Context: an optimization exercise on an open-source flow, tuned for small area, a short achievable clock period and few clock cycles per item. The choices shown serve that exercise and are no tape-out recipe.
Function was checked by simulation only, so behaviour that the tests miss may differ from the original.

==> flow/design.v (outline; a module is shown in full before it is edited, if it fits) <==
// module gbcc_rate_mul: 641 lines
// module gbcc_temp: 276 lines
// module gyro_bias_calibrate_convert: 259 lines
module gyro_bias_calibrate_convert (
	input  wire logic        clk,
	input  wire logic        arst_n,
	input  wire logic        cfg_valid,
	output logic             cfg_ready,
	input  wire logic [1:0]  cfg_addr,
	input  wire logic [15:0] cfg_data,
	input  wire logic        s_tvalid,
	output logic             s_tready,
	input  wire logic [63:0] s_tdata,
	input  wire logic [1:0]  s_tuser,
	output logic             m_tvalid,
	input  wire logic        m_tready,
	output logic [95:0]      m_tdata,
	output logic [2:0]       m_tuser
);
  // ...
==> flow/run.sh <==
#!/bin/bash
# synth_recipe.tcl (not shown) runs the flow's synth.tcl, then flattens the netlist and writes it again
# the make line also repeats each setting of config.mk as NAME=value (left out here)
make -C /OpenROAD-flow-scripts/flow DESIGN_CONFIG=/design/flow/config.mk WORK_HOME=/design/flow/orfs CLKGATE_MAP_FILE= SYNTH_SCRIPT=/design/flow/synth_recipe.tcl finish
==> flow/config.mk <==
export PLATFORM = sky130hd
export DESIGN_NAME = gyro_bias_calibrate_convert
export DESIGN_NICKNAME = gyro_bias_calibrate_convert
export VERILOG_FILES = /design/flow/design.v
export SDC_FILE = /design/flow/constraint.sdc
export NUM_CORES = 4
export LEC_CHECK = 0
export ABC_CLOCK_PERIOD_IN_PS = 4000
export CAP_MARGIN = 20
export CORE_MARGIN = 2
export CORE_UTILIZATION = 40
export SETUP_SLACK_MARGIN = 5
export SLEW_MARGIN = 20
==> flow/constraint.sdc <==
create_clock -name core_clock -period 10.0 [get_ports {clk}]
set_input_delay 2.0000 -clock core_clock [delete_from_list [all_inputs] [get_ports {clk}]]
set_output_delay 2.0000 -clock core_clock [all_outputs]
set_load 0.01 [all_outputs]
==> out/qor.yml, run 1 <==
logic_synthesis:
  synth_warnings: 22
  synth_top_family_by_area: "adder cells"
  ys_ff_latch: 474
  synth_cells: 6721
final_layout:
  largest_register_ff_count: 96
  final_cell_mix: "inv_1, xnor2_1, buf_4"
  antenna_cells: 1
  finalNonFillerCells: 9115
global_route:
  overflow: 0
  grt_pass1_wl_um: 320800
  grt_use_met2_pct: 44.14
floorplan:
  die_y_um: 387.3
  tap_cells: 1917
  io_pins: 191
clocking:
  cts_tree: "done"
placement:
  dpl_cell_area_um2: 63200
  port_buffers: 185
  dp_hpwl_um: 140700
drt:
  wl_per_cell_um: 23.41
  dr.pass1.iters: 8
  wl_met3_um: 17010
  drt-met1-wl_um: 86730
worst_setup_path:
  cp.depth: 24
  critPathCaptureType: "flop"
timing:
  worst_pin_slew_ps: 1199
  layout_worst_path_cycle_share_pct: 61.13
  relSlewSlack_pct: 19.51
outcome:
  status: "complete, no violations"
run:
  max_cap_violations: 0
worst_hold_path:
  hold-path-endpoint: "sum_q[1][30]$_SDFFE_PP0P_"
Testbench counts, summed over its fixed seeds: cycles 2,208, items 1,848.
==> run 2: changes to the inputs <==
--- a/flow/config.mk
+++ b/flow/config.mk
@@ -5,9 +5,7 @@
 export SDC_FILE = /design/flow/constraint.sdc
 export NUM_CORES = 4
 export LEC_CHECK = 0
-export ABC_CLOCK_PERIOD_IN_PS = 4000
 export CAP_MARGIN = 20
 export CORE_MARGIN = 2
 export CORE_UTILIZATION = 40
-export SETUP_SLACK_MARGIN = 5
 export SLEW_MARGIN = 20
==> run 2 against run 1 <==
  * Still clean
  * Die area is the same
  * Non-clock buffer count shrank 480
  * First-iteration DRC count grew 2.7%
  * Global-route usage shrank 2.2 points
  * Area after synthesis is the same
  * Clock skew is essentially flat
  * Critical path type unchanged
  * Highest routed layer unchanged
==> out/qor.yml, run 2 <==
global_route:
  grt_start_max_net_pins: 96
  grt_pass1_wl_um: 296500  # -7.6%
  grt_use_total_pct: 25.23
  antenna_found_initial: 6
  overflow: 0  # unchanged
  first_global_vias: 48809
logic_synthesis:
  synthTopCellsByArea: "fa_1, edfxtp_1, ha_1, xnor2_1, dfrtp_1"
  synth_edf_count: 202
  ys_ff_latch: 474  # unchanged
  netlist_area_um2: 58770
  synth_warnings: 22  # unchanged
  synth_area_per_cell_um2: 8.744
  yosysTopAreaCell: "fa_1"
  synth_async_sr_flop_share_pct: 37.13
  synth_cells: 6721  # unchanged
  synth_top_area_share_pct: 14.51
  synth_top_cells_by_count: "inv_1, xnor2_1, ha_1, fa_1, nor2_1"
  synth_flop_cell: "edfxtp_1"
  synth_most_common_cell: "inv_1"
  ys_seq_area_share_pct: 21.11
  ys_types: 100
floorplan:
  start_util_pct: 40.32
  dieArea_um2: 150000
  core_region_area_um2: 145700
  io_pins: 191  # unchanged
  die_y_um: 387.3  # unchanged
  fp.dieW_um: 387.3
  rows: 140
final_layout:
  layout-drive-gt1-share_pct: 5.804
  final_cell_mix: "inv_1, xnor2_1, ha_1"
  largest_register: "sum_q"
  final_nets: 7652
  finalNonFillerCells: 8637  # -5.2%
  synthToLayoutAreaGrowth_pct: 10.04
  final_common_cell: "inv_1"
  top_regs: "sum_q (96), m_data_q (92), nb_q (75)"
  largest_register_ff_count: 96  # unchanged
  nFillCells: 14269
worst_setup_path:
  slowest_stage: "edfxtp_1"
  crit_required_ps: 10560
  crit-reg2reg-capture: "cb_q[1]$_DFFE_PN0P_"
  cp.arrival_ps: 8480
  ff2ff_path_depth: 23
  critPathLaunchType: "flop"
  path_max_fanout: 26
  r2r_setup_slack_ps: 2070
  crit_family: "compound AO/OA/AOI/OAI gates"
  critical_path_buf_inv_count: 2
  critical_path_class: "reg -> reg"
  crit_path_max_incr_delay_ps: 730
  r2r_start: "good_q[0]$_SDFFCE_PP0P_"
  critPathCaptureType: "flop"
  crit_chain: "ha_1 -> inv_1 -> fa_1 -> a211oi_1 -> o211a_1 -> or3_1 -> a211oi_1 -> a311oi_4 -> buf_4 -> mux2_2 -> ha_1 -> and3_1 -> a2111oi_0 -> nand2_1 -> and3_1 -> a221oi_2 -> o21ai_1 -> xor2_4 -> mux2i_1 -> o22ai_1 -> a2111oi_0 -> nand3_1 -> o31ai_1"
drt:
  drtIter0Drc: 4768
  via_per_inst: 5.760
  vias: 49746
  drt_wl_total_um: 193000
  final_antenna_net_count: 0
  dr.pass1.iters: 6  # -2
  wl_per_cell_um: 22.34  # -4.5%
  post-route-drc-count: 0
clocking:
  cts-root-buf: "clkbuf_16"
  clkTransAtPathRegs_ps: 60
  clock_path_buffers: 3
  numCtsBuffers: 66
  post_cts_resized: 0
  cts_tree: "done"
  cts.sinks: 474
  insertion_delay_ps: 690
  htree_num_levels: 3
  post_cts_buffers: 0
  cts_hold_buf: 0
timing:
  layout_min_cycle_time_ps: 7927
  slew_viol_final: 0
  worst_pin_slew_ps: 1193  # -6.153 ps
  fin_skew_ps: 42.14
  rsz0062_at_grt: "no"
  relSlewSlack_pct: 20.33  # +0.82 points
  layout_worst_path_cycle_share_pct: 79.27  # +18 points
  fin_setup_tns_ps: 0
  hold_violations: 0
  layout_setup_ws_ps: 2073
  max_freq_mhz: 126.1
  finalSetupViolCount: 0
worst_hold_path:
  worst_hold_path_type: "reg -> reg"
  hold-path-endpoint: "chi_q[1][11]$_DFFE_PN0P_"
  min_from: "chi_q[1][11]$_DFFE_PN0P_"
  holdPathStages: 2
placement:
  dp_hpwl_um: 141900  # +0.88%
  gp_congestion: 0.9389
  port_buffers: 185  # unchanged
  numPlacedInstances: 8515
  place_ws_ps: 2200
outcome:
  status: "complete, no violations"
run:
  max_cap_violations: 0  # unchanged
==> run 2: cell counts after synthesis <==
No cell type changed its count.
==> run 2: kinds of logic (layout without fill, tap and decap cells) <==
family	count (synthesis)	in the layout	share of synthesized area [%]
fa+ha+maj	897	897	24.54
simple gates	1510	1510	12.39
other cells	2	6	0.01278
compound gates	1778	1778	19.81
mux	96	96	1.744
buf+inv	1063	1058	6.900
xor+xnor	901	901	13.50
flops	474	474	21.11
==> run 2: worst min-delay path: stages (launching register included) <==
cell	delay, ps
dfrtp_1	330
nand2_1	40
o21ai_0	60
==> run 2: worst max path at each step <==
stage	from	to	slack, ps	cells past startpoint
finish	good_q[0]$_SDFFCE_PP0P_	cb_q[1]$_DFFE_PN0P_	2070	23
global route	good_q[0]$_SDFFCE_PP0P_	cb_q[1]$_DFFE_PN0P_	1460	23
CTS	good_q[0]$_SDFFCE_PP0P_	cb_q[1]$_DFFE_PN0P_	2140	23
detailed placement	good_q[0]$_SDFFCE_PP0P_	cb_q[1]$_DFFE_PN0P_	2200	23
global placement	dps_q[18]$_DFFE_PN1P_	m_data_q[49]$_SDFFCE_PP0N_	2290	21
floorplan	m_tready	sum_q[2][11]$_SDFFE_PP0P_	3020	8
==> run 2: final cells by class <==
class,count,area [µm²],area share [%]
antenna,1,2.502,0.003869
clock buffer,96,1907,2.948
clock inverter,25,329.1,0.5088
inverter,623,2346,3.628
multi-input combinational,5187,42420,65.59
sequential,474,12440,19.23
tap,1917,2399,3.709
timing repair buffer,314,2831,4.378
==> run 2: through the flow <==
step	instance area, µm²	hold slack (ps)	util (%)
after floorplan	58780	429.2	-
after global placement	62430	456.4	42.83
after detailed placement	62430	463.0	42.84
after CTS	64660	473.2	44.37
after global routing	64670	494.6	44.37
final	64670	472.1	44.38
==> run 2: metal layers <==
| layer | wire length (µm) | global-route usage (%) | share of wire [%] |
|---|---|---|---|
| met5 | 19 | 0 | 0.0098 |
| met4 | 6910 | 8.494 | 3.6 |
| met3 | 14500 | 4.809 | 7.5 |
| met2 | 88300 | 40.65 | 46 |
| met1 | 83240 | 33.87 | 43 |
==> module gyro_bias_calibrate_convert, before the edit <==
module gyro_bias_calibrate_convert (
	input  wire logic        clk,
	input  wire logic        arst_n,
	input  wire logic        cfg_valid,
	output logic             cfg_ready,
	input  wire logic [1:0]  cfg_addr,
	input  wire logic [15:0] cfg_data,
	input  wire logic        s_tvalid,
	output logic             s_tready,
	input  wire logic [63:0] s_tdata,
	input  wire logic [1:0]  s_tuser,
	output logic             m_tvalid,
	input  wire logic        m_tready,
	output logic [95:0]      m_tdata,
	output logic [2:0]       m_tuser
);
	localparam int DSTEP = 2;                  
	localparam int DCYC  = 24 / DSTEP;         
	function automatic logic [26:0] booth(input logic [15:0] y);
		logic [18:0] yy;
		yy = {2'b00, y, 1'b0};
		for (int i = 0; i < 9; i++) begin
			booth[i]      = yy[2*i+1] ^ yy[2*i];
			booth[9 + i]  = (yy[2*i+2] & ~yy[2*i+1] & ~yy[2*i]) | (~yy[2*i+2] & yy[2*i+1] & yy[2*i]);
			booth[18 + i] = yy[2*i+2];
		end
	endfunction
	logic [15:0] cal_samples_q;
	logic [26:0] dps_q;        
	logic        cal_q;
	logic [15:0] left_q;
	logic [15:0] good_q;
	logic        last_q;       
	logic        hold_q;       
	logic [31:0] sum_q [3];
	logic [24:0] nb_q  [3];
	logic        cb_q  [3];
	logic [15:0] chi_q [3];
	logic        cpend_q;      
	logic        div_run_q;
	logic [3:0]  div_cnt_q;
	logic        v1_q;
	logic [2:0]  st1_q;
	logic        acc1_q;       
	logic        clr1_q;       
	logic        div1_q;       
	logic        cp1_q;        
	logic [16:0] d1_q [3];     
	logic [15:0] u1_q;         
	logic        m_tvalid_q;
	logic [91:0] m_data_q;
	logic [2:0]  m_user_q;
	logic en;
	logic take;
	assign en        = !m_tvalid_q || m_tready;
	assign s_tready  = en && !hold_q && !cpend_q;
	assign take      = s_tvalid && s_tready;
	assign cfg_ready = 1'b1;
	logic        in_req, in_ok;
	logic        run_end;
	logic [15:0] good_nxt;
	logic [2:0]  st_in;
	always_comb begin
		in_req   = s_tuser[0];
		in_ok    = s_tuser[1];
		good_nxt = good_q + 16'(in_ok);
		run_end  = cal_q && last_q;
		if (in_req)
			st_in = (cal_samples_q != 16'd0) ? 3'd5 : 3'd4;
		else if (cal_q)
			st_in = run_end ? ((good_nxt == 16'd0) ? 3'd4 : 3'd3) : 3'd2;
		else if (!in_ok)
			st_in = 3'd1;
		else
			st_in = 3'd0;
	end
	logic [16:0] d_in [3];
	logic        nobias;
	assign nobias = cal_q && !cpend_q;
	always_comb begin
		for (int a = 0; a < 3; a++) begin
			logic [24:0] d;
			d = {s_tdata[16*a+15], s_tdata[16*a +: 16], 8'd0}
			  + (nobias ? 25'd0 : nb_q[a]) + 25'(!nobias && cb_q[a]);
			d_in[a] = cpend_q ? {9'd0, d[7:0]} : d[24:8];
		end
	end
	always_ff @(posedge clk or negedge arst_n) begin
		if (!arst_n) begin
			cal_samples_q <= 16'd100;
			dps_q         <= booth(16'd4559);
		end else if (cfg_valid) begin
			case (cfg_addr)
				2'd0: cal_samples_q <= cfg_data;
				2'd1: dps_q         <= booth(cfg_data);
				default: ;
			endcase
		end
	end
	always_ff @(posedge clk or negedge arst_n) begin
		if (!arst_n)
			cal_q <= 1'b0;
		else if (take) begin
			if (in_req)
				cal_q <= (cal_samples_q != 16'd0);
			else if (cal_q && last_q)
				cal_q <= 1'b0;
		end
	end
	always_ff @(posedge clk) begin
		if (take) begin
			if (in_req) begin
				left_q <= cal_samples_q;
				last_q <= (cal_samples_q == 16'd1);
				good_q <= 16'd0;
			end else if (cal_q) begin
				good_q <= good_nxt;
				left_q <= left_q - 16'd1;
				last_q <= (left_q == 16'd2);
			end
		end
	end
	always_ff @(posedge clk or negedge arst_n) begin
		if (!arst_n)
			v1_q <= 1'b0;
		else if (en)
			v1_q <= take;
	end
	always_ff @(posedge clk) begin
		if (en) begin
			st1_q  <= st_in;
			cp1_q  <= cpend_q && !hold_q;
			acc1_q <= take && !in_req && cal_q && in_ok;
			clr1_q <= take && in_req;
			div1_q <= take && !in_req && run_end && (good_nxt != 16'd0);
			for (int a = 0; a < 3; a++)
				d1_q[a] <= d_in[a];
			u1_q   <= s_tdata[63:48] ^ 16'h8000;
		end
	end
	wire fire1 = en && v1_q;
	logic [31:0] sum_nxt [3];
	always_comb begin
		for (int a = 0; a < 3; a++)
			sum_nxt[a] = sum_q[a] + (acc1_q ? {{15{d1_q[a][16]}}, d1_q[a]} : 32'd0);
	end
	logic [15:0] gm1;
	logic [15:0] dv_r  [3];
	logic [23:0] dv_q  [3];
	logic        dv_c  [3];
	always_comb begin
		gm1 = good_q - 16'd1;
		for (int a = 0; a < 3; a++) begin
			logic [15:0] r;
			logic [23:0] q;
			logic [16:0] t;
			logic [16:0] s;
			logic        ge;
			r = sum_q[a][15:0];
			q = nb_q[a][23:0];
			dv_c[a] = 1'b0;
			for (int k = 0; k < DSTEP; k++) begin
				t  = {r, q[23]};
				s  = t - {1'b0, good_q};
				ge = !s[16];
				if (k == DSTEP - 1)
					dv_c[a] = ge ? (t == {gm1, 1'b1}) : (t == {1'b0, gm1});
				r  = ge ? s[15:0] : t[15:0];
				q  = {q[22:0], ge ^ nb_q[a][24]};
			end
			dv_r[a] = r;
			dv_q[a] = q;
		end
	end
	always_ff @(posedge clk) begin
		for (int a = 0; a < 3; a++) begin
			if (fire1 && clr1_q)
				sum_q[a] <= 32'd0;
			else if (fire1 && div1_q)
				sum_q[a] <= {16'd0, sum_nxt[a][31:16] ^ {16{sum_nxt[a][31]}}};
			else if (fire1 && acc1_q)
				sum_q[a] <= sum_nxt[a];
			else if (div_run_q)
				sum_q[a] <= {16'd0, dv_r[a]};
		end
	end
	always_ff @(posedge clk or negedge arst_n) begin
		if (!arst_n) begin
			hold_q    <= 1'b0;
			cpend_q   <= 1'b0;
			div_run_q <= 1'b0;
			div_cnt_q <= 4'd0;
			for (int a = 0; a < 3; a++) begin
				nb_q[a] <= 25'd0;
				cb_q[a] <= 1'b0;
			end
		end else begin
			if (take && !in_req && run_end && (good_nxt != 16'd0))
				hold_q <= 1'b1;
			if (cfg_valid && cfg_addr == 2'd1)
				cpend_q <= 1'b1;
			else if (en && !hold_q)
				cpend_q <= 1'b0;
			if (fire1 && div1_q) begin
				for (int a = 0; a < 3; a++) begin
					logic sg;
					sg = sum_nxt[a][31];
					nb_q[a] <= {!sg, sum_nxt[a][15:0] ^ {16{sg}}, {8{sg}}};
				end
				div_run_q <= 1'b1;
				div_cnt_q <= 4'(DCYC - 1);
			end
			if (div_run_q) begin
				for (int a = 0; a < 3; a++)
					nb_q[a][23:0] <= dv_q[a];
				div_cnt_q <= div_cnt_q - 4'd1;
				if (div_cnt_q == 4'd0) begin
					for (int a = 0; a < 3; a++)
						cb_q[a] <= nb_q[a][24] || dv_c[a];
					div_run_q <= 1'b0;
					hold_q    <= 1'b0;
					cpend_q   <= 1'b1;
				end
			end
		end
	end
	logic [91:0] res;
	logic [24:0] rate [3];
	logic [16:0] temp;
	for (genvar a = 0; a < 3; a++) begin : g_mul
		gbcc_rate_mul u_mul (.x(d1_q[a]), .c(cp1_q ? 16'd0 : chi_q[a]), .one(dps_q[8:0]), .two(dps_q[17:9]), .neg(dps_q[26:18]), .p(rate[a]));
	end
	gbcc_temp u_temp (.u(u1_q), .t(temp));
	assign res = (st1_q == 3'd0) ? {temp, rate[2], rate[1], rate[0]} : 92'd0;
	always_ff @(posedge clk or negedge arst_n) begin
		if (!arst_n)
			m_tvalid_q <= 1'b0;
		else if (en)
			m_tvalid_q <= v1_q;
	end
	always_ff @(posedge clk or negedge arst_n) begin
		if (!arst_n) begin
			for (int a = 0; a < 3; a++)
				chi_q[a] <= 16'd0;
		end else if (en && cp1_q) begin
			for (int a = 0; a < 3; a++)
				chi_q[a] <= rate[a][15:0];
		end
	end
	always_ff @(posedge clk) begin
		if (en) begin
			m_data_q <= res;
			m_user_q <= st1_q;
		end
	end
	assign m_tvalid = m_tvalid_q;
	assign m_tdata  = {4'd0, m_data_q};
	assign m_tuser  = m_user_q;
endmodule
==> run 3: changes to the inputs <==
--- a/flow/design.v
+++ b/flow/design.v
@@ -1,11 +1,13 @@
 `default_nettype none
-module gbcc_rate_mul (
+module gbcc_rate_tree (
 	input  wire logic [16:0] x,
 	input  wire logic [15:0] c,
 	input  wire logic [8:0]  one,    
 	input  wire logic [8:0]  two,    
 	input  wire logic [8:0]  neg,
-	output logic [24:0] p
+	output logic [24:0] ha,
+	output logic [24:0] hb,
+	output logic cy
 );
 	wire [17:0] xx = {x[16], x};
 	wire [17:0] r0;
@@ -637,12 +639,16 @@
 	assign m_304 = r8[16] & 1'b1;
 	wire [32:0] sa = {m_303, m_301, m_299, m_297, m_295, m_293, m_291, m_289, m_287, m_285, m_283, m_281, m_279, m_277, m_275, m_273, m_271, m_269, m_267, m_265, m_263, m_261, m_259, m_257, m_255, m_253, m_251, m_249, m_247, m_245, m_243, m_241, c[0]};
 	wire [32:0] sb = {m_302, m_300, m_298, m_296, m_294, m_292, m_290, m_288, m_286, m_284, m_282, m_280, m_278, m_276, m_274, m_272, m_270, m_268, m_266, m_264, m_262, m_260, m_258, m_256, m_254, m_252, m_250, m_248, m_246, m_244, m_242, m_240, m_239};
-	wire [32:0] s = sa + sb;
-	assign p = s[32:8];
+	wire [8:0] sl = sa[7:0] + sb[7:0];
+	assign ha = sa[32:8];
+	assign hb = sb[32:8];
+	assign cy = sl[8];
 endmodule
-module gbcc_temp (
+module gbcc_temp_tree (
 	input  wire logic [15:0] u,
-	output logic [16:0] t
+	output logic [16:0] ha,
+	output logic [16:0] hb,
+	output logic cy
 );
 	wire c_1, c_2;
 	assign c_1 = u[7] ^ ~u[10];
@@ -741,180 +747,134 @@
 	assign c_63 = u[8] ^ ~u[11] ^ u[13];
 	assign c_64 = (u[8] & ~u[11]) | (u[8] & u[13]) | (~u[11] & u[13]);
 	wire c_65, c_66;
-	assign c_65 = ~u[0] ^ u[2];
-	assign c_66 = ~u[0] & u[2];
+	assign c_65 = u[10] ^ u[12];
+	assign c_66 = u[10] & u[12];
 	wire c_67, c_68;
-	assign c_67 = ~u[1] ^ u[3];
-	assign c_68 = ~u[1] & u[3];
+	assign c_67 = u[13] ^ u[1] ^ c_15;
+	assign c_68 = (u[13] & u[1]) | (u[13] & c_15) | (u[1] & c_15);
 	wire c_69, c_70;
-	assign c_69 = ~u[2] ^ u[4];
-	assign c_70 = ~u[2] & u[4];
+	assign c_69 = c_1 ^ c_17 ^ c_19;
+	assign c_70 = (c_1 & c_17) | (c_1 & c_19) | (c_17 & c_19);
 	wire c_71, c_72;
-	assign c_71 = u[0] ^ ~u[3] ^ u[5];
-	assign c_72 = (u[0] & ~u[3]) | (u[0] & u[5]) | (~u[3] & u[5]);
+	assign c_71 = c_21 ^ c_23 ^ c_18;
+	assign c_72 = (c_21 & c_23) | (c_21 & c_18) | (c_23 & c_18);
 	wire c_73, c_74;
-	assign c_73 = u[1] ^ ~u[4] ^ u[6];
-	assign c_74 = (u[1] & ~u[4]) | (u[1] & u[6]) | (~u[4] & u[6]);
+	assign c_73 = c_25 ^ c_27 ^ c_22;
+	assign c_74 = (c_25 & c_27) | (c_25 & c_22) | (c_27 & c_22);
 	wire c_75, c_76;
-	assign c_75 = u[2] ^ ~u[5] ^ u[7];
-	assign c_76 = (u[2] & ~u[5]) | (u[2] & u[7]) | (~u[5] & u[7]);
+	assign c_75 = c_29 ^ c_31 ^ c_26;
+	assign c_76 = (c_29 & c_31) | (c_29 & c_26) | (c_31 & c_26);
 	wire c_77, c_78;
-	assign c_77 = u[3] ^ ~u[6] ^ u[8];
-	assign c_78 = (u[3] & ~u[6]) | (u[3] & u[8]) | (~u[6] & u[8]);
+	assign c_77 = c_33 ^ c_35 ^ c_30;
+	assign c_78 = (c_33 & c_35) | (c_33 & c_30) | (c_35 & c_30);
 	wire c_79, c_80;
-	assign c_79 = u[4] ^ ~u[7] ^ u[9];
-	assign c_80 = (u[4] & ~u[7]) | (u[4] & u[9]) | (~u[7] & u[9]);
+	assign c_79 = c_37 ^ c_39 ^ c_34;
+	assign c_80 = (c_37 & c_39) | (c_37 & c_34) | (c_39 & c_34);
 	wire c_81, c_82;
-	assign c_81 = u[10] ^ u[12] ^ u[0];
-	assign c_82 = (u[10] & u[12]) | (u[10] & u[0]) | (u[12] & u[0]);
+	assign c_81 = c_41 ^ c_43 ^ c_38;
+	assign c_82 = (c_41 & c_43) | (c_41 & c_38) | (c_43 & c_38);
 	wire c_83, c_84;
-	assign c_83 = u[13] ^ u[1] ^ c_15;
-	assign c_84 = (u[13] & u[1]) | (u[13] & c_15) | (u[1] & c_15);
+	assign c_83 = c_45 ^ c_47 ^ c_42;
+	assign c_84 = (c_45 & c_47) | (c_45 & c_42) | (c_47 & c_42);
 	wire c_85, c_86;
-	assign c_85 = c_1 ^ c_17 ^ c_19;
-	assign c_86 = (c_1 & c_17) | (c_1 & c_19) | (c_17 & c_19);
+	assign c_85 = c_49 ^ c_51 ^ c_46;
+	assign c_86 = (c_49 & c_51) | (c_49 & c_46) | (c_51 & c_46);
 	wire c_87, c_88;
-	assign c_87 = c_21 ^ c_23 ^ c_18;
-	assign c_88 = (c_21 & c_23) | (c_21 & c_18) | (c_23 & c_18);
+	assign c_87 = c_53 ^ c_55 ^ c_50;
+	assign c_88 = (c_53 & c_55) | (c_53 & c_50) | (c_55 & c_50);
 	wire c_89, c_90;
-	assign c_89 = c_25 ^ c_27 ^ c_22;
-	assign c_90 = (c_25 & c_27) | (c_25 & c_22) | (c_27 & c_22);
+	assign c_89 = u[12] ^ c_57 ^ c_54;
+	assign c_90 = (u[12] & c_57) | (u[12] & c_54) | (c_57 & c_54);
 	wire c_91, c_92;
-	assign c_91 = c_29 ^ c_31 ^ c_26;
-	assign c_92 = (c_29 & c_31) | (c_29 & c_26) | (c_31 & c_26);
+	assign c_91 = u[11] ^ u[13] ^ c_59;
+	assign c_92 = (u[11] & u[13]) | (u[11] & c_59) | (u[13] & c_59);
 	wire c_93, c_94;
-	assign c_93 = c_33 ^ c_35 ^ c_30;
-	assign c_94 = (c_33 & c_35) | (c_33 & c_30) | (c_35 & c_30);
+	assign c_93 = u[12] ^ u[14] ^ c_61;
+	assign c_94 = (u[12] & u[14]) | (u[12] & c_61) | (u[14] & c_61);
 	wire c_95, c_96;
-	assign c_95 = c_37 ^ c_39 ^ c_34;
-	assign c_96 = (c_37 & c_39) | (c_37 & c_34) | (c_39 & c_34);
+	assign c_95 = u[15] ^ 1'b1 ^ c_63;
+	assign c_96 = (u[15] & 1'b1) | (u[15] & c_63) | (1'b1 & c_63);
 	wire c_97, c_98;
-	assign c_97 = c_41 ^ c_43 ^ c_38;
-	assign c_98 = (c_41 & c_43) | (c_41 & c_38) | (c_43 & c_38);
+	assign c_97 = u[9] ^ ~u[12] ^ u[14];
+	assign c_98 = (u[9] & ~u[12]) | (u[9] & u[14]) | (~u[12] & u[14]);
 	wire c_99, c_100;
-	assign c_99 = c_45 ^ c_47 ^ c_42;
-	assign c_100 = (c_45 & c_47) | (c_45 & c_42) | (c_47 & c_42);
+	assign c_99 = u[10] ^ ~u[13] ^ u[15];
+	assign c_100 = (u[10] & ~u[13]) | (u[10] & u[15]) | (~u[13] & u[15]);
 	wire c_101, c_102;
-	assign c_101 = c_49 ^ c_51 ^ c_46;
-	assign c_102 = (c_49 & c_51) | (c_49 & c_46) | (c_51 & c_46);
+	assign c_101 = u[11] ^ ~u[14];
+	assign c_102 = u[11] & ~u[14];
 	wire c_103, c_104;
-	assign c_103 = c_53 ^ c_55 ^ c_50;
-	assign c_104 = (c_53 & c_55) | (c_53 & c_50) | (c_55 & c_50);
+	assign c_103 = u[12] ^ ~u[15];
+	assign c_104 = u[12] & ~u[15];
 	wire c_105, c_106;
-	assign c_105 = u[12] ^ c_57 ^ c_54;
-	assign c_106 = (u[12] & c_57) | (u[12] & c_54) | (c_57 & c_54);
+	assign c_105 = u[0] ^ c_13;
+	assign c_106 = u[0] & c_13;
 	wire c_107, c_108;
-	assign c_107 = u[11] ^ u[13] ^ c_59;
-	assign c_108 = (u[11] & u[13]) | (u[11] & c_59) | (u[13] & c_59);
+	assign c_107 = c_14 ^ c_67 ^ c_66;
+	assign c_108 = (c_14 & c_67) | (c_14 & c_66) | (c_67 & c_66);
 	wire c_109, c_110;
-	assign c_109 = u[12] ^ u[14] ^ c_61;
-	assign c_110 = (u[12] & u[14]) | (u[12] & c_61) | (u[14] & c_61);
+	assign c_109 = c_16 ^ c_69 ^ c_68;
+	assign c_110 = (c_16 & c_69) | (c_16 & c_68) | (c_69 & c_68);
 	wire c_111, c_112;
-	assign c_111 = u[15] ^ 1'b1 ^ c_63;
-	assign c_112 = (u[15] & 1'b1) | (u[15] & c_63) | (1'b1 & c_63);
+	assign c_111 = c_20 ^ c_71 ^ c_70;
+	assign c_112 = (c_20 & c_71) | (c_20 & c_70) | (c_71 & c_70);
 	wire c_113, c_114;
-	assign c_113 = u[9] ^ ~u[12] ^ u[14];
-	assign c_114 = (u[9] & ~u[12]) | (u[9] & u[14]) | (~u[12] & u[14]);
+	assign c_113 = c_24 ^ c_73 ^ c_72;
+	assign c_114 = (c_24 & c_73) | (c_24 & c_72) | (c_73 & c_72);
 	wire c_115, c_116;
-	assign c_115 = u[10] ^ ~u[13] ^ u[15];
-	assign c_116 = (u[10] & ~u[13]) | (u[10] & u[15]) | (~u[13] & u[15]);
+	assign c_115 = c_28 ^ c_75 ^ c_74;
+	assign c_116 = (c_28 & c_75) | (c_28 & c_74) | (c_75 & c_74);
 	wire c_117, c_118;
-	assign c_117 = u[11] ^ ~u[14];
-	assign c_118 = u[11] & ~u[14];
+	assign c_117 = c_32 ^ c_77 ^ c_76;
+	assign c_118 = (c_32 & c_77) | (c_32 & c_76) | (c_77 & c_76);
 	wire c_119, c_120;
-	assign c_119 = u[12] ^ ~u[15];
-	assign c_120 = u[12] & ~u[15];
+	assign c_119 = c_36 ^ c_79 ^ c_78;
+	assign c_120 = (c_36 & c_79) | (c_36 & c_78) | (c_79 & c_78);
 	wire c_121, c_122;
-	assign c_121 = u[4] ^ 1'b1;
-	assign c_122 = u[4] & 1'b1;
+	assign c_121 = c_40 ^ c_81 ^ c_80;
+	assign c_122 = (c_40 & c_81) | (c_40 & c_80) | (c_81 & c_80);
 	wire c_123, c_124;
-	assign c_123 = u[5] ^ c_67 ^ c_66;
-	assign c_124 = (u[5] & c_67) | (u[5] & c_66) | (c_67 & c_66);
+	assign c_123 = c_44 ^ c_83 ^ c_82;
+	assign c_124 = (c_44 & c_83) | (c_44 & c_82) | (c_83 & c_82);
 	wire c_125, c_126;
-	assign c_125 = u[6] ^ c_69 ^ c_68;
-	assign c_126 = (u[6] & c_69) | (u[6] & c_68) | (c_69 & c_68);
+	assign c_125 = c_48 ^ c_85 ^ c_84;
+	assign c_126 = (c_48 & c_85) | (c_48 & c_84) | (c_85 & c_84);
 	wire c_127, c_128;
-	assign c_127 = u[7] ^ c_71 ^ c_70;
-	assign c_128 = (u[7] & c_71) | (u[7] & c_70) | (c_71 & c_70);
+	assign c_127 = c_52 ^ c_87 ^ c_86;
+	assign c_128 = (c_52 & c_87) | (c_52 & c_86) | (c_87 & c_86);
 	wire c_129, c_130;
-	assign c_129 = u[8] ^ c_73 ^ c_72;
-	assign c_130 = (u[8] & c_73) | (u[8] & c_72) | (c_73 & c_72);
+	assign c_129 = c_56 ^ c_89 ^ c_88;
+	assign c_130 = (c_56 & c_89) | (c_56 & c_88) | (c_89 & c_88);
 	wire c_131, c_132;
-	assign c_131 = u[9] ^ c_75 ^ c_74;
-	assign c_132 = (u[9] & c_75) | (u[9] & c_74) | (c_75 & c_74);
+	assign c_131 = c_58 ^ c_91 ^ c_90;
+	assign c_132 = (c_58 & c_91) | (c_58 & c_90) | (c_91 & c_90);
 	wire c_133, c_134;
-	assign c_133 = u[10] ^ c_77 ^ c_76;
-	assign c_134 = (u[10] & c_77) | (u[10] & c_76) | (c_77 & c_76);
+	assign c_133 = c_60 ^ c_93 ^ c_92;
+	assign c_134 = (c_60 & c_93) | (c_60 & c_92) | (c_93 & c_92);
 	wire c_135, c_136;
-	assign c_135 = u[11] ^ c_79 ^ c_78;
-	assign c_136 = (u[11] & c_79) | (u[11] & c_78) | (c_79 & c_78);
+	assign c_135 = c_62 ^ c_95 ^ c_94;
+	assign c_136 = (c_62 & c_95) | (c_62 & c_94) | (c_95 & c_94);
 	wire c_137, c_138;
-	assign c_137 = c_13 ^ c_81 ^ c_80;
-	assign c_138 = (c_13 & c_81) | (c_13 & c_80) | (c_81 & c_80);
+	assign c_137 = c_64 ^ c_97 ^ c_96;
+	assign c_138 = (c_64 & c_97) | (c_64 & c_96) | (c_97 & c_96);
 	wire c_139, c_140;
-	assign c_139 = c_14 ^ c_83 ^ c_82;
-	assign c_140 = (c_14 & c_83) | (c_14 & c_82) | (c_83 & c_82);
+	assign c_139 = 1'b1 ^ c_99 ^ c_98;
+	assign c_140 = (1'b1 & c_99) | (1'b1 & c_98) | (c_99 & c_98);
 	wire c_141, c_142;
-	assign c_141 = c_16 ^ c_85 ^ c_84;
-	assign c_142 = (c_16 & c_85) | (c_16 & c_84) | (c_85 & c_84);
+	assign c_141 = 1'b1 ^ c_101 ^ c_100;
+	assign c_142 = (1'b1 & c_101) | (1'b1 & c_100) | (c_101 & c_100);
 	wire c_143, c_144;
-	assign c_143 = c_20 ^ c_87 ^ c_86;
-	assign c_144 = (c_20 & c_87) | (c_20 & c_86) | (c_87 & c_86);
+	assign c_143 = 1'b1 ^ c_103 ^ c_102;
+	assign c_144 = (1'b1 & c_103) | (1'b1 & c_102) | (c_103 & c_102);
 	wire c_145, c_146;
-	assign c_145 = c_24 ^ c_89 ^ c_88;
-	assign c_146 = (c_24 & c_89) | (c_24 & c_88) | (c_89 & c_88);
-	wire c_147, c_148;
-	assign c_147 = c_28 ^ c_91 ^ c_90;
-	assign c_148 = (c_28 & c_91) | (c_28 & c_90) | (c_91 & c_90);
-	wire c_149, c_150;
-	assign c_149 = c_32 ^ c_93 ^ c_92;
-	assign c_150 = (c_32 & c_93) | (c_32 & c_92) | (c_93 & c_92);
-	wire c_151, c_152;
-	assign c_151 = c_36 ^ c_95 ^ c_94;
-	assign c_152 = (c_36 & c_95) | (c_36 & c_94) | (c_95 & c_94);
-	wire c_153, c_154;
-	assign c_153 = c_40 ^ c_97 ^ c_96;
-	assign c_154 = (c_40 & c_97) | (c_40 & c_96) | (c_97 & c_96);
-	wire c_155, c_156;
-	assign c_155 = c_44 ^ c_99 ^ c_98;
-	assign c_156 = (c_44 & c_99) | (c_44 & c_98) | (c_99 & c_98);
-	wire c_157, c_158;
-	assign c_157 = c_48 ^ c_101 ^ c_100;
-	assign c_158 = (c_48 & c_101) | (c_48 & c_100) | (c_101 & c_100);
-	wire c_159, c_160;
-	assign c_159 = c_52 ^ c_103 ^ c_102;
-	assign c_160 = (c_52 & c_103) | (c_52 & c_102) | (c_103 & c_102);
-	wire c_161, c_162;
-	assign c_161 = c_56 ^ c_105 ^ c_104;
-	assign c_162 = (c_56 & c_105) | (c_56 & c_104) | (c_105 & c_104);
-	wire c_163, c_164;
-	assign c_163 = c_58 ^ c_107 ^ c_106;
-	assign c_164 = (c_58 & c_107) | (c_58 & c_106) | (c_107 & c_106);
-	wire c_165, c_166;
-	assign c_165 = c_60 ^ c_109 ^ c_108;
-	assign c_166 = (c_60 & c_109) | (c_60 & c_108) | (c_109 & c_108);
-	wire c_167, c_168;
-	assign c_167 = c_62 ^ c_111 ^ c_110;
-	assign c_168 = (c_62 & c_111) | (c_62 & c_110) | (c_111 & c_110);
-	wire c_169, c_170;
-	assign c_169 = c_64 ^ c_113 ^ c_112;
-	assign c_170 = (c_64 & c_113) | (c_64 & c_112) | (c_113 & c_112);
-	wire c_171, c_172;
-	assign c_171 = 1'b1 ^ c_115 ^ c_114;
-	assign c_172 = (1'b1 & c_115) | (1'b1 & c_114) | (c_115 & c_114);
-	wire c_173, c_174;
-	assign c_173 = 1'b1 ^ c_117 ^ c_116;
-	assign c_174 = (1'b1 & c_117) | (1'b1 & c_116) | (c_117 & c_116);
-	wire c_175, c_176;
-	assign c_175 = 1'b1 ^ c_119 ^ c_118;
-	assign c_176 = (1'b1 & c_119) | (1'b1 & c_118) | (c_119 & c_118);
-	wire c_177, c_178;
-	assign c_177 = u[13] ^ 1'b1 ^ c_120;
-	assign c_178 = (u[13] & 1'b1) | (u[13] & c_120) | (1'b1 & c_120);
-	wire [35:0] sa = {1'b1, u[15], u[14], c_177, c_175, c_173, c_171, c_169, c_167, c_165, c_163, c_161, c_159, c_157, c_155, c_153, c_151, c_149, c_147, c_145, c_143, c_141, c_139, c_137, c_135, c_133, c_131, c_129, c_127, c_125, c_123, c_65, u[1], u[0], u[1], u[0]};
-	wire [35:0] sb = {1'b0, 1'b1, c_178, c_176, c_174, c_172, c_170, c_168, c_166, c_164, c_162, c_160, c_158, c_156, c_154, c_152, c_150, c_148, c_146, c_144, c_142, c_140, c_138, c_136, c_134, c_132, c_130, c_128, c_126, c_124, c_122, c_121, u[3], u[2], 1'b0, 1'b0};
-	wire [35:0] s = sa + sb;
-	assign t = s[35:19];
+	assign c_145 = u[13] ^ 1'b1 ^ c_104;
+	assign c_146 = (u[13] & 1'b1) | (u[13] & c_104) | (1'b1 & c_104);
+	wire [35:0] sa = {1'b1, u[15], u[14], c_145, c_143, c_141, c_139, c_137, c_135, c_133, c_131, c_129, c_127, c_125, c_123, c_121, c_119, c_117, c_115, c_113, c_111, c_109, c_107, c_65, 1'b0, 1'b0, 1'b0, 1'b0, 1'b0, 1'b0, 1'b0, 1'b1, 1'b0, 1'b0, 1'b0, 1'b0};
+	wire [35:0] sb = {1'b0, 1'b1, c_146, c_144, c_142, c_140, c_138, c_136, c_134, c_132, c_130, c_128, c_126, c_124, c_122, c_120, c_118, c_116, c_114, c_112, c_110, c_108, c_106, c_105, 1'b0, 1'b0, 1'b0, 1'b0, 1'b0, 1'b0, 1'b0, 1'b0, 1'b0, 1'b0, 1'b0, 1'b0};
+	wire [19:0] sl = sa[18:0] + sb[18:0];
+	assign ha = sa[35:19];
+	assign hb = sb[35:19];
+	assign cy = sl[19];
 endmodule
 `default_nettype wire
 `default_nettype none
@@ -934,8 +894,6 @@
 	output logic [95:0]      m_tdata,
 	output logic [2:0]       m_tuser
 );
-	localparam int DSTEP = 2;                  
-	localparam int DCYC  = 24 / DSTEP;         
 	function automatic logic [26:0] booth(input logic [15:0] y);
 		logic [18:0] yy;
 		yy = {2'b00, y, 1'b0};
@@ -958,7 +916,9 @@
 	logic [15:0] chi_q [3];
 	logic        cpend_q;      
 	logic        div_run_q;
+	logic        div_fix_q;    
 	logic [3:0]  div_cnt_q;
+	logic [17:0] g3_q;         
 	logic        v1_q;
 	logic [2:0]  st1_q;
 	logic        acc1_q;       
@@ -967,28 +927,62 @@
 	logic        cp1_q;        
 	logic [16:0] d1_q [3];     
 	logic [15:0] u1_q;         
+	logic        vA_q;
+	logic [2:0]  stA_q;
+	logic        cpA_q;
+	logic [24:0] rha_q [3];
+	logic [24:0] rhb_q [3];
+	logic        rcy_q [3];
+	logic [16:0] tha_q, thb_q;
+	logic        tcy_q;
+	logic        s_rdy_q;
+	logic        sk_v_q;
+	logic [63:0] sk_data_q;
+	logic [1:0]  sk_user_q;
+	logic        cwait_q;      
 	logic        m_tvalid_q;
 	logic [91:0] m_data_q;
 	logic [2:0]  m_user_q;
 	logic en;
 	logic take;
+	logic        f_v;
+	logic [63:0] f_data;
+	logic [1:0]  f_user;
 	assign en        = !m_tvalid_q || m_tready;
-	assign s_tready  = en && !hold_q && !cpend_q;
-	assign take      = s_tvalid && s_tready;
+	assign s_tready  = s_rdy_q;
+	assign f_v       = sk_v_q || (s_tvalid && s_rdy_q);
+	assign f_data    = sk_v_q ? sk_data_q : s_tdata;
+	assign f_user    = sk_v_q ? sk_user_q : s_tuser;
+	assign take      = f_v && en && !hold_q && !cpend_q && !cwait_q;
 	assign cfg_ready = 1'b1;
+	always_ff @(posedge clk or negedge arst_n) begin
+		if (!arst_n) begin
+			sk_v_q  <= 1'b0;
+			s_rdy_q <= 1'b0;
+		end else begin
+			sk_v_q  <= f_v && !take;
+			s_rdy_q <= !(f_v && !take);
+		end
+	end
+	always_ff @(posedge clk) begin
+		if (!sk_v_q) begin
+			sk_data_q <= s_tdata;
+			sk_user_q <= s_tuser;
+		end
+	end
 	logic        in_req, in_ok;
 	logic        run_end;
 	logic [15:0] good_nxt;
 	logic [2:0]  st_in;
 	always_comb begin
-		in_req   = s_tuser[0];
-		in_ok    = s_tuser[1];
+		in_req   = f_user[0];
+		in_ok    = f_user[1];
 		good_nxt = good_q + 16'(in_ok);
 		run_end  = cal_q && last_q;
 		if (in_req)
 			st_in = (cal_samples_q != 16'd0) ? 3'd5 : 3'd4;
 		else if (cal_q)
-			st_in = run_end ? ((good_nxt == 16'd0) ? 3'd4 : 3'd3) : 3'd2;
+			st_in = run_end ? ((good_q == 16'd0 && !in_ok) ? 3'd4 : 3'd3) : 3'd2;
 		else if (!in_ok)
 			st_in = 3'd1;
 		else
@@ -1000,7 +994,7 @@
 	always_comb begin
 		for (int a = 0; a < 3; a++) begin
 			logic [24:0] d;
-			d = {s_tdata[16*a+15], s_tdata[16*a +: 16], 8'd0}
+			d = {f_data[16*a+15], f_data[16*a +: 16], 8'd0}
 			  + (nobias ? 25'd0 : nb_q[a]) + 25'(!nobias && cb_q[a]);
 			d_in[a] = cpend_q ? {9'd0, d[7:0]} : d[24:8];
 		end
@@ -1041,21 +1035,23 @@
 		end
 	end
 	always_ff @(posedge clk or negedge arst_n) begin
-		if (!arst_n)
-			v1_q <= 1'b0;
-		else if (en)
-			v1_q <= take;
+		if (!arst_n) begin
+			v1_q  <= 1'b0;
+			cp1_q <= 1'b0;
+		end else if (en) begin
+			v1_q  <= take;
+			cp1_q <= cpend_q && !hold_q && !cwait_q;
+		end
 	end
 	always_ff @(posedge clk) begin
 		if (en) begin
 			st1_q  <= st_in;
-			cp1_q  <= cpend_q && !hold_q;
 			acc1_q <= take && !in_req && cal_q && in_ok;
 			clr1_q <= take && in_req;
-			div1_q <= take && !in_req && run_end && (good_nxt != 16'd0);
+			div1_q <= take && !in_req && run_end && (good_q != 16'd0 || in_ok);
 			for (int a = 0; a < 3; a++)
 				d1_q[a] <= d_in[a];
-			u1_q   <= s_tdata[63:48] ^ 16'h8000;
+			u1_q   <= f_data[63:48] ^ 16'h8000;
 		end
 	end
 	wire fire1 = en && v1_q;
@@ -1064,35 +1060,38 @@
 		for (int a = 0; a < 3; a++)
 			sum_nxt[a] = sum_q[a] + (acc1_q ? {{15{d1_q[a][16]}}, d1_q[a]} : 32'd0);
 	end
-	logic [15:0] gm1;
 	logic [15:0] dv_r  [3];
 	logic [23:0] dv_q  [3];
-	logic        dv_c  [3];
 	always_comb begin
-		gm1 = good_q - 16'd1;
 		for (int a = 0; a < 3; a++) begin
-			logic [15:0] r;
-			logic [23:0] q;
-			logic [16:0] t;
-			logic [16:0] s;
-			logic        ge;
-			r = sum_q[a][15:0];
-			q = nb_q[a][23:0];
-			dv_c[a] = 1'b0;
-			for (int k = 0; k < DSTEP; k++) begin
-				t  = {r, q[23]};
-				s  = t - {1'b0, good_q};
-				ge = !s[16];
-				if (k == DSTEP - 1)
-					dv_c[a] = ge ? (t == {gm1, 1'b1}) : (t == {1'b0, gm1});
-				r  = ge ? s[15:0] : t[15:0];
-				q  = {q[22:0], ge ^ nb_q[a][24]};
+			logic [17:0] t;
+			logic [18:0] s1, s2, s3;
+			logic [1:0]  d;
+			t  = {sum_q[a][15:0], nb_q[a][23:22]};
+			s1 = {1'b0, t} - {3'd0, good_q};
+			s2 = {1'b0, t} - {2'd0, good_q, 1'b0};
+			s3 = {1'b0, t} - {1'b0, g3_q};
+			if (!s3[18]) begin
+				d = 2'd3;
+				dv_r[a] = s3[15:0];
+			end else if (!s2[18]) begin
+				d = 2'd2;
+				dv_r[a] = s2[15:0];
+			end else if (!s1[18]) begin
+				d = 2'd1;
+				dv_r[a] = s1[15:0];
+			end else begin
+				d = 2'd0;
+				dv_r[a] = t[15:0];
 			end
-			dv_r[a] = r;
-			dv_q[a] = q;
+			dv_q[a] = {nb_q[a][21:0], d ^ {2{nb_q[a][24]}}};
 		end
 	end
 	always_ff @(posedge clk) begin
+		if (fire1 && div1_q)
+			g3_q <= {2'd0, good_q} + {1'b0, good_q, 1'b0};
+	end
+	always_ff @(posedge clk) begin
 		for (int a = 0; a < 3; a++) begin
 			if (fire1 && clr1_q)
 				sum_q[a] <= 32'd0;
@@ -1108,18 +1107,22 @@
 		if (!arst_n) begin
 			hold_q    <= 1'b0;
 			cpend_q   <= 1'b0;
+			cwait_q   <= 1'b0;
 			div_run_q <= 1'b0;
+			div_fix_q <= 1'b0;
 			div_cnt_q <= 4'd0;
 			for (int a = 0; a < 3; a++) begin
 				nb_q[a] <= 25'd0;
 				cb_q[a] <= 1'b0;
 			end
 		end else begin
-			if (take && !in_req && run_end && (good_nxt != 16'd0))
+			if (take && !in_req && run_end && (good_q != 16'd0 || in_ok))
 				hold_q <= 1'b1;
+			if (en)
+				cwait_q <= cpend_q && !hold_q && !cwait_q;
 			if (cfg_valid && cfg_addr == 2'd1)
 				cpend_q <= 1'b1;
-			else if (en && !hold_q)
+			else if (en && !hold_q && !cwait_q)
 				cpend_q <= 1'b0;
 			if (fire1 && div1_q) begin
 				for (int a = 0; a < 3; a++) begin
@@ -1128,41 +1131,79 @@
 					nb_q[a] <= {!sg, sum_nxt[a][15:0] ^ {16{sg}}, {8{sg}}};
 				end
 				div_run_q <= 1'b1;
-				div_cnt_q <= 4'(DCYC - 1);
+				div_cnt_q <= 4'd11;
 			end
+			div_fix_q <= 1'b0;
 			if (div_run_q) begin
 				for (int a = 0; a < 3; a++)
 					nb_q[a][23:0] <= dv_q[a];
 				div_cnt_q <= div_cnt_q - 4'd1;
 				if (div_cnt_q == 4'd0) begin
-					for (int a = 0; a < 3; a++)
-						cb_q[a] <= nb_q[a][24] || dv_c[a];
 					div_run_q <= 1'b0;
-					hold_q    <= 1'b0;
-					cpend_q   <= 1'b1;
+					div_fix_q <= 1'b1;
 				end
 			end
+			if (div_fix_q) begin
+				for (int a = 0; a < 3; a++)
+					cb_q[a] <= nb_q[a][24] || (sum_q[a][15:0] == good_q - 16'd1);
+				hold_q    <= 1'b0;
+				cpend_q   <= 1'b1;
+			end
+		end
+	end
+	logic [24:0] ha [3];
+	logic [24:0] hb [3];
+	logic        cy [3];
+	logic [16:0] tha, thb;
+	logic        tcy;
+	for (genvar a = 0; a < 3; a++) begin : g_mul
+		gbcc_rate_tree u_mul (.x(d1_q[a]), .c(cp1_q ? 16'd0 : chi_q[a]),
+			.one(dps_q[8:0]), .two(dps_q[17:9]), .neg(dps_q[26:18]),
+			.ha(ha[a]), .hb(hb[a]), .cy(cy[a]));
+	end
+	gbcc_temp_tree u_temp (.u(u1_q), .ha(tha), .hb(thb), .cy(tcy));
+	always_ff @(posedge clk or negedge arst_n) begin
+		if (!arst_n) begin
+			vA_q  <= 1'b0;
+			cpA_q <= 1'b0;
+		end else if (en) begin
+			vA_q  <= v1_q;
+			cpA_q <= cp1_q;
+		end
+	end
+	always_ff @(posedge clk) begin
+		if (en) begin
+			stA_q <= st1_q;
+			for (int a = 0; a < 3; a++) begin
+				rha_q[a] <= ha[a];
+				rhb_q[a] <= hb[a];
+				rcy_q[a] <= cy[a];
+			end
+			tha_q <= tha;
+			thb_q <= thb;
+			tcy_q <= tcy;
 		end
 	end
 	logic [91:0] res;
 	logic [24:0] rate [3];
 	logic [16:0] temp;
-	for (genvar a = 0; a < 3; a++) begin : g_mul
-		gbcc_rate_mul u_mul (.x(d1_q[a]), .c(cp1_q ? 16'd0 : chi_q[a]), .one(dps_q[8:0]), .two(dps_q[17:9]), .neg(dps_q[26:18]), .p(rate[a]));
+	always_comb begin
+		for (int a = 0; a < 3; a++)
+			rate[a] = rha_q[a] + rhb_q[a] + 25'(rcy_q[a]);
+		temp = tha_q + thb_q + 17'(tcy_q);
 	end
-	gbcc_temp u_temp (.u(u1_q), .t(temp));
-	assign res = (st1_q == 3'd0) ? {temp, rate[2], rate[1], rate[0]} : 92'd0;
+	assign res = (stA_q == 3'd0) ? {temp, rate[2], rate[1], rate[0]} : 92'd0;
 	always_ff @(posedge clk or negedge arst_n) begin
 		if (!arst_n)
 			m_tvalid_q <= 1'b0;
 		else if (en)
-			m_tvalid_q <= v1_q;
+			m_tvalid_q <= vA_q;
 	end
 	always_ff @(posedge clk or negedge arst_n) begin
 		if (!arst_n) begin
 			for (int a = 0; a < 3; a++)
 				chi_q[a] <= 16'd0;
-		end else if (en && cp1_q) begin
+		end else if (en && cpA_q) begin
 			for (int a = 0; a < 3; a++)
 				chi_q[a] <= rate[a][15:0];
 		end
@@ -1170,7 +1211,7 @@
 	always_ff @(posedge clk) begin
 		if (en) begin
 			m_data_q <= res;
-			m_user_q <= st1_q;
+			m_user_q <= stA_q;
 		end
 	end
 	assign m_tvalid = m_tvalid_q;
--- a/flow/config.mk
+++ b/flow/config.mk
@@ -5,7 +5,9 @@
 export SDC_FILE = /design/flow/constraint.sdc
 export NUM_CORES = 4
 export LEC_CHECK = 0
+export ABC_CLOCK_PERIOD_IN_PS = 3500
 export CAP_MARGIN = 20
 export CORE_MARGIN = 2
 export CORE_UTILIZATION = 40
+export SETUP_SLACK_MARGIN = 5
 export SLEW_MARGIN = 20
==> run 3 against run 2 <==
  * Still clean
  * Setup slack improved by 3100 ps
  * Synthesized cell count increased by 11%
  * Area after synthesis rose by 19%
  * First-iteration DRC count rose by 22%
  * Worst hold slack worse by 15 ps
  * Die area is 19% higher
  * Core utilization increased by 0.053 points
  * Maximum frequency rose by 63%
  * Design area is 19% higher
  * Critical endpoint is now sum_q[1][12]$_SDFFE_PP0P_
==> out/qor.yml, run 3 <==
outcome:
  status: "complete, no violations"
global_route:
  antenna_found_initial: 17  # +11
  overflow: 0  # unchanged
  first_global_vias: 56353  # +15%
  grt_start_max_net_pins: 104  # +8.3%
  grt_pass1_wl_um: 353200  # +19%
  grt_use_total_pct: 25.78  # +0.55 points
placement:
  port_buffers: 185  # unchanged
  dp_hpwl_um: 172000  # +21%
  place_ws_ps: 4310  # +2110 ps
  gp_congestion: 1.002  # +6.8%
  dpl_cell_area_um2: 73940  # +18%
floorplan:
  rows: 153  # +9.3%
  fp.dieW_um: 421.8  # +8.9%
  io_pins: 191  # unchanged
  dieArea_um2: 177900  # +19%
  start_util_pct: 40.20  # -0.12 points
  core_region_area_um2: 173600  # +19%
  die_y_um: 421.8  # +8.9%
final_layout:
  final_area_um2: 77140  # +19%
  synthToLayoutAreaGrowth_pct: 10.51
  utilization_pct: 44.43  # +0.053 points
  final_cell_mix: "inv_1, xnor2_1, ha_1"
  largest_register: "sum_q"
  top_regs: "sum_q (96), m_data_q (92)"
  final_nets: 8454  # +10%
  layout-drive-gt1-share_pct: 6.613  # +0.81 points
  final_common_cell: "inv_1"
  largest_register_ff_count: 96  # unchanged
timing:
  finalSetupViolCount: 0  # unchanged
  layout_min_cycle_time_ps: 4871  # -3056 ps
  layout_setup_ws_ps: 5129  # +3056 ps
  layout_worst_path_cycle_share_pct: 48.71  # -31 points
  max_freq_mhz: 205.3  # +63%
  hold_violations: 0  # unchanged
  slew_viol_final: 0  # unchanged
  rsz0062_at_grt: "no"
  worst_pin_slew_ps: 1245  # +52.40 ps
  fin_skew_ps: 43.01  # +0.8757 ps
  relSlewSlack_pct: 17.00  # -3.3 points
  fin_setup_tns_ps: 0  # unchanged
worst_setup_path:
  cp.arrival_ps: 5520  # -2960 ps
  critical_path_class: "in -> reg"
  slowest_stage: "nor2_4"
  crit_path_max_incr_delay_ps: 610  # -120 ps
  critPathLaunchType: "input port"
  critPathCaptureType: "flop"
  crit_top_cell: "o21ai_0"
  crit_chain: "clkdlybuf4s50_1 -> nor2b_4 -> clkinvlp_4 -> and2_0 -> nand2_4 -> inv_8 -> nor2_4 -> o21ai_0 -> a311oi_1 -> o21ai_0 -> o22ai_1"
  path_max_fanout: 90  # +250%
  crit_required_ps: 10650  # +90 ps
logic_synthesis:
  synth_top_area_share_pct: 17.51  # +3.0 points
  synth_top_cells_by_count: "inv_1, xnor2_1, ha_1, nand2_1, fa_1"
  yosysTopAreaCell: "edfxtp_1"
  netlist_area_um2: 69810  # +19%
  synth_cells: 7430  # +11%
  synth_async_sr_flop_share_pct: 24.23  # -13 points
  synthTopCellsByArea: "edfxtp_1, fa_1, ha_1, xnor2_1, dfrtp_1"
  ys_ff_latch: 751  # +58%
  ys_types: 102  # +2.0%
  ys_seq_area_share_pct: 28.70  # +7.6 points
  synth_warnings: 30  # +36%
  synth_flop_cell: "edfxtp_1"
  synth_edf_count: 407  # +100%
  synth_most_common_cell: "inv_1"
  synth_area_per_cell_um2: 9.395  # +7.4%
clocking:
  numCtsBuffers: 90  # +36%
  cts-root-buf: "clkbuf_16"
  insertion_delay_ps: 740  # +50 ps
  cts.sinks: 751  # +58%
  cts_tree: "done"
  clock_path_buffers: 3  # unchanged
  clkTransAtPathRegs_ps: 60  # about the same
  htree_num_levels: 3  # unchanged
drt:
  wl_per_cell_um: 23.85  # +6.7%
  post-route-drc-count: 0  # unchanged
  drtIter0Drc: 5834  # +22%
  final_antenna_net_count: 0  # unchanged
  vias: 56637  # +14%
  dr.pass1.iters: 6  # unchanged
  drt_wl_total_um: 233800  # +21%
  via_per_inst: 5.777  # +0.30%
run:
  max_cap_violations: 0  # unchanged
worst_hold_path:
  worst_hold_path_type: "reg -> reg"
[run 3: cell types whose count changed after synthesis, sizes merged, moves of 17 or more]
cell    delta
edfxtp   +205
ha        +75
xnor2     +68
dfxtp     +66
mux2      +44
inv       +40
nand2     +33
nor3      +29
a211oi    +24
xor2      -22
a21o      +20
a31oi     +18
o21a      +18
and3      +17
[run 3: layout make-up]
cell class | instances | area (µm²)
diodes | 9 | 22.52
flip-flops and latches | 751 | 20060
fillers | 16719 | 96490
well taps | 2325 | 2909
inverters | 663 | 2504
clock buffers | 126 | 2592
repair buffers | 309 | 2819
multi-input cells | 5578 | 45780
clock inverters | 43 | 457.9
[run 3: metrics by stage]
step                      hold WS [ps]  instances
final                            456.9       9804
after CTS                        464.5       9790
after global routing             481.8       9800
after detailed placement         449.5       9619
after floorplan                  400.3       7433
after global placement           449.7       9619
[run 3: logic make-up after synthesis]
family	Yosys count	synth area share [%]
AO/OA/AOI/OAI	1875	17.79
XOR/XNOR	949	12.00
adder cells (fa/ha/maj)	972	22.00
buffers and inverters	1105	6.044
flip-flops	751	28.70
multiplexers	129	2.020
other	2	0.01076
AND/OR/NAND/NOR	1647	11.43
[run 3: timing repair]
action | in CTS | in global routing
gates cloned | 1 | 0
hold buffers | 0 | 0
resized for setup | 1 | 11
buffers inserted | 1 | 4
setup endpoints to repair | 24 | 74
pin swaps | 1 | 0
[run 3: final timing paths]
check,from,end,slack (ps),depth (start not counted)
worst min register to register,sk_data_q[63]$_DFF_P_,sk_data_q[63]$_DFF_P_,460,2
worst min-delay path,sk_data_q[63]$_DFF_P_,sk_data_q[63]$_DFF_P_,460,2
worst max-delay path,m_tready,sum_q[1][12]$_SDFFE_PP0P_,5130,11
max in group asynchronous,arst_n,dps_q[5]$_DFFE_PN0P_,7260,2
min in group asynchronous,arst_n,chi_q[0][10]$_DFFE_PN0P_,1230,1
worst max register to register,d1_q[1][16]$_SDFFCE_PP0N_,sum_q[1][3]$_SDFFE_PP0P_,5240,13
[run 3: worst max-delay path, delay by kind of cell]
family          cells  cell delay, ps
simple gates        4            1700
buf+inv             3             930
compound gates      4             760
[run 3: metal layers]
metal / part of all wire, % / global-route usage [%]
met1: 41 / 32.95
met4: 6.1 / 14.48
met5: 0.0038 / 0
met3: 7.4 / 4.274
met2: 46 / 41.39
Testbench counts of run 3, summed over its fixed seeds: cycles 2,272, items 1,848.
==> run 4: changes to the inputs <==
--- a/flow/config.mk
+++ b/flow/config.mk
@@ -5,9 +5,9 @@
 export SDC_FILE = /design/flow/constraint.sdc
 export NUM_CORES = 4
 export LEC_CHECK = 0
-export ABC_CLOCK_PERIOD_IN_PS = 3500
+export ABC_CLOCK_PERIOD_IN_PS = 4500
 export CAP_MARGIN = 20
 export CORE_MARGIN = 2
 export CORE_UTILIZATION = 40
-export SETUP_SLACK_MARGIN = 5
+export SETUP_SLACK_MARGIN = 4
 export SLEW_MARGIN = 20
==> run 4 against run 3 <==
  * Still clean
  * Clock skew fell by 2.3 ps
  * Register-to-register slack got worse by 470 ps
  * Wire length barely moved
  * Largest cell class unchanged
  * Non-clock buffer count fell by 4
==> out/qor.yml, run 4 <==
timing:
  slew_viol_final: 0  # unchanged
  layout_min_cycle_time_ps: 5226  # +355.0 ps
  worst_pin_slew_ps: 1212  # -33.03 ps
  layout_worst_path_cycle_share_pct: 52.26  # +3.5 points
  relSlewSlack_pct: 19.20  # +2.2 points
  rsz0062_at_grt: "no"
  fin_setup_tns_ps: 0  # unchanged
  fin_skew_ps: 40.67  # -2.344 ps
  finalSetupViolCount: 0  # unchanged
  max_freq_mhz: 191.4  # -6.8%
  hold_ws_ps: 456.1  # -0.8780 ps
  hold_violations: 0  # unchanged
logic_synthesis:
  synth_cells: 7430  # unchanged
  synth_async_sr_flop_share_pct: 24.23  # unchanged
  synth_top_area_share_pct: 17.51  # unchanged
  ys_seq_area_share_pct: 28.70  # unchanged
  netlist_area_um2: 69810  # unchanged
  ys_ff_latch: 751  # unchanged
  synth_area_per_cell_um2: 9.395  # unchanged
  yosysTopAreaCell: "edfxtp_1"
  synth_most_common_cell: "inv_1"
  synthTopCellsByArea: "edfxtp_1, fa_1, ha_1, xnor2_1, dfrtp_1"
  synth_flop_cell: "edfxtp_1"
  synth_warnings: 30  # unchanged
  synth_top_cells_by_count: "inv_1, xnor2_1, ha_1, nand2_1, fa_1"
  synth_edf_count: 407  # unchanged
  ys_types: 102  # unchanged
final_layout:
  final_cell_mix: "inv_1, xnor2_1, ha_1"
  final_nets: 8449  # -0.059%
  synthToLayoutAreaGrowth_pct: 10.40  # about the same
  layout-drive-gt1-share_pct: 6.443  # -0.17 points
  final_area_um2: 77070  # about the same
  top_regs: "sum_q (96), m_data_q (92)"
  finalNonFillerCells: 9798  # -0.061%
  largest_register_ff_count: 96  # unchanged
  largest_register: "sum_q"
  final_common_cell: "inv_1"
  nFillCells: 16727  # +0.048%
placement:
  dpl_cell_area_um2: 73940  # unchanged
  dp_hpwl_um: 172000  # unchanged
  gp_congestion: 1.002  # unchanged
  port_buffers: 185  # unchanged
  numPlacedInstances: 9619  # unchanged
drt:
  wl_per_cell_um: 23.85  # about the same
  final_antenna_net_count: 0  # unchanged
  post-route-drc-count: 0  # unchanged
  vias: 56702  # +0.11%
  dr.pass1.iters: 8  # +2
  via_per_inst: 5.787  # +0.18%
  drtIter0Drc: 5377  # -7.8%
  drt_wl_total_um: 233700  # about the same
floorplan:
  core_region_area_um2: 173600  # unchanged
  io_pins: 191  # unchanged
  dieArea_um2: 177900  # unchanged
  start_util_pct: 40.20  # unchanged
  fp.dieW_um: 421.8  # unchanged
  rows: 153  # unchanged
  die_y_um: 421.8  # unchanged
clocking:
  numCtsBuffers: 90  # unchanged
  post_cts_resized: 0  # -1
  cts_tree: "done"
  cts.sinks: 751  # unchanged
  cts_hold_buf: 0  # unchanged
  clkTransAtPathRegs_ps: 70  # about the same
  insertion_delay_ps: 730  # about the same
  htree_num_levels: 3  # unchanged
  post_cts_buffers: 0  # -1
  clock_path_buffers: 3  # unchanged
  cts-root-buf: "clkbuf_16"
worst_hold_path:
  worst_hold_path_type: "reg -> reg"
worst_setup_path:
  critical_path_class: "reg -> reg"
  critPathLaunchType: "flop"
  critPathCaptureType: "flop"
  crit_required_ps: 10560  # -90 ps
  cp.arrival_ps: 5790  # +270 ps
  path_max_fanout: 19  # -79%
global_route:
  overflow: 0  # unchanged
  grt_use_total_pct: 25.75  # -0.035 points
  antenna_found_initial: 16  # -1
  first_global_vias: 56281  # -0.13%
  grt_start_max_net_pins: 104  # unchanged
  grt_pass1_wl_um: 352800  # -0.11%
outcome:
  status: "complete, no violations"
run:
  max_cap_violations: 0  # unchanged
## run 4: changes by cell type in the layout (fill, tap and decap cells not counted), sizes merged
cell / previous run / this run
buf: 125 / 121
clkinvlp: 6 / 5
diode: 9 / 8
inv: 666 / 667
xnor2: 641 / 640
## run 4: cells by family after synthesis
| logic type | count (synthesis) | synth area share [%] |
|---|---|---|
| compound gates | 1875 | 17.79 |
| mux | 129 | 2.020 |
| other cells | 2 | 0.01076 |
| buf+inv | 1105 | 6.044 |
| xor+xnor | 949 | 12.00 |
| simple gates | 1647 | 11.43 |
| flops | 751 | 28.70 |
| fa+ha+maj | 972 | 22.00 |
## run 4: path summary, 6_finish.rpt
check / start / endpoint / slack, ps / cells past startpoint
worst min register to register: sk_data_q[63]$_DFF_P_ / sk_data_q[63]$_DFF_P_ / 460 / 2
worst min-delay path: sk_data_q[63]$_DFF_P_ / sk_data_q[63]$_DFF_P_ / 460 / 2
max in group asynchronous: arst_n / dps_q[5]$_DFFE_PN0P_ / 7260 / 2
worst max-delay path: d1_q[1][0]$_DFFE_PN_ / sum_q[1][12]$_SDFFE_PP0P_ / 4770 / 13
min in group asynchronous: arst_n / chi_q[0][10]$_DFFE_PN0P_ / 1230 / 1
worst max register to register: d1_q[1][0]$_DFFE_PN_ / sum_q[1][12]$_SDFFE_PP0P_ / 4770 / 13
## run 4: per-stage QoR
step,util [%],worst slack [ps]
after floorplan,-,1462
after global placement,42.58,4337
after detailed placement,42.58,4310
after CTS,44.34,4860
after global routing,44.38,4546
final,44.39,4774
## run 4: layer usage
metal | part of all wire (%) | global-route usage [%] | vias to the layer above | wire (µm)
met2 | 46 | 41.30 | 2337 | 106700
met4 | 6.1 | 14.37 | 4 | 14190
met3 | 7.8 | 4.252 | 584 | 18200
li1 | - | - | 25860 | -
met1 | 40 | 32.98 | 27917 | 94530
met5 | 0.0068 | 0 | - | 16
## run 4: final cells by class
cell class	instances	area, µm²	area share [%]
Sequential cell	751	20060	26.03
Timing Repair Buffer	305	2798	3.630
Tap cell	2325	2909	3.775
Clock buffer	126	2592	3.364
Clock inverter	43	457.9	0.5942
Inverter	663	2497	3.241
Multi-Input combinational cell	5577	45740	59.34
Antenna cell	8	20.02	0.02598
## run 4: worst max-delay path, stage by stage (launching register included)
cell and delay [ps]:
edfxtp_1 760, and2_1 310, ha_1 220, fa_1 450
a211oi_1 330, o21ai_0 250, a311oi_1 970, nor3_1 220
o2111ai_1 410, a21oi_1 170, o41ai_1 340, xnor2_1 350
xnor2_1 180, o22ai_1 90

static timing again, ports no longer ideal:
The results above use ideal ports. As a check the final layouts listed here were re-extracted and re-timed, cells and wires unchanged. Step 1 sets driving cells, clkbuf_16 on the clock port and buf_2 on the other inputs (assumed; they add their load-dependent delay and slew). Step 2 moves the port delays by t, midway between the first and last clock arrival at a register: inputs arrive t later, outputs are due t later. That takes back most of the time a late clock gives input paths. Slacks: ideal ports / drivers / drivers and shift; pairs: ideal ports / drivers.
| run | shift t [ns] | setup WS [ns] | worst setup path at the end |
|---|---|---|---|
| run 1 | 0.782 | 3.887 / 3.887 / 3.887 | register to register |
| run 2 | 0.750 | 2.073 / 2.073 / 2.073 | register to register |
| run 3 | 0.800 | 5.129 / 5.191 / 4.391 | input to register |
| run 4 | 0.796 | 4.774 / 4.774 / 4.242 | input to register |
After both steps every run listed still meets setup and hold. The setup slack of run 3, which loses most, moves by +0.062 ns with the drivers and by -0.738 ns with both steps.
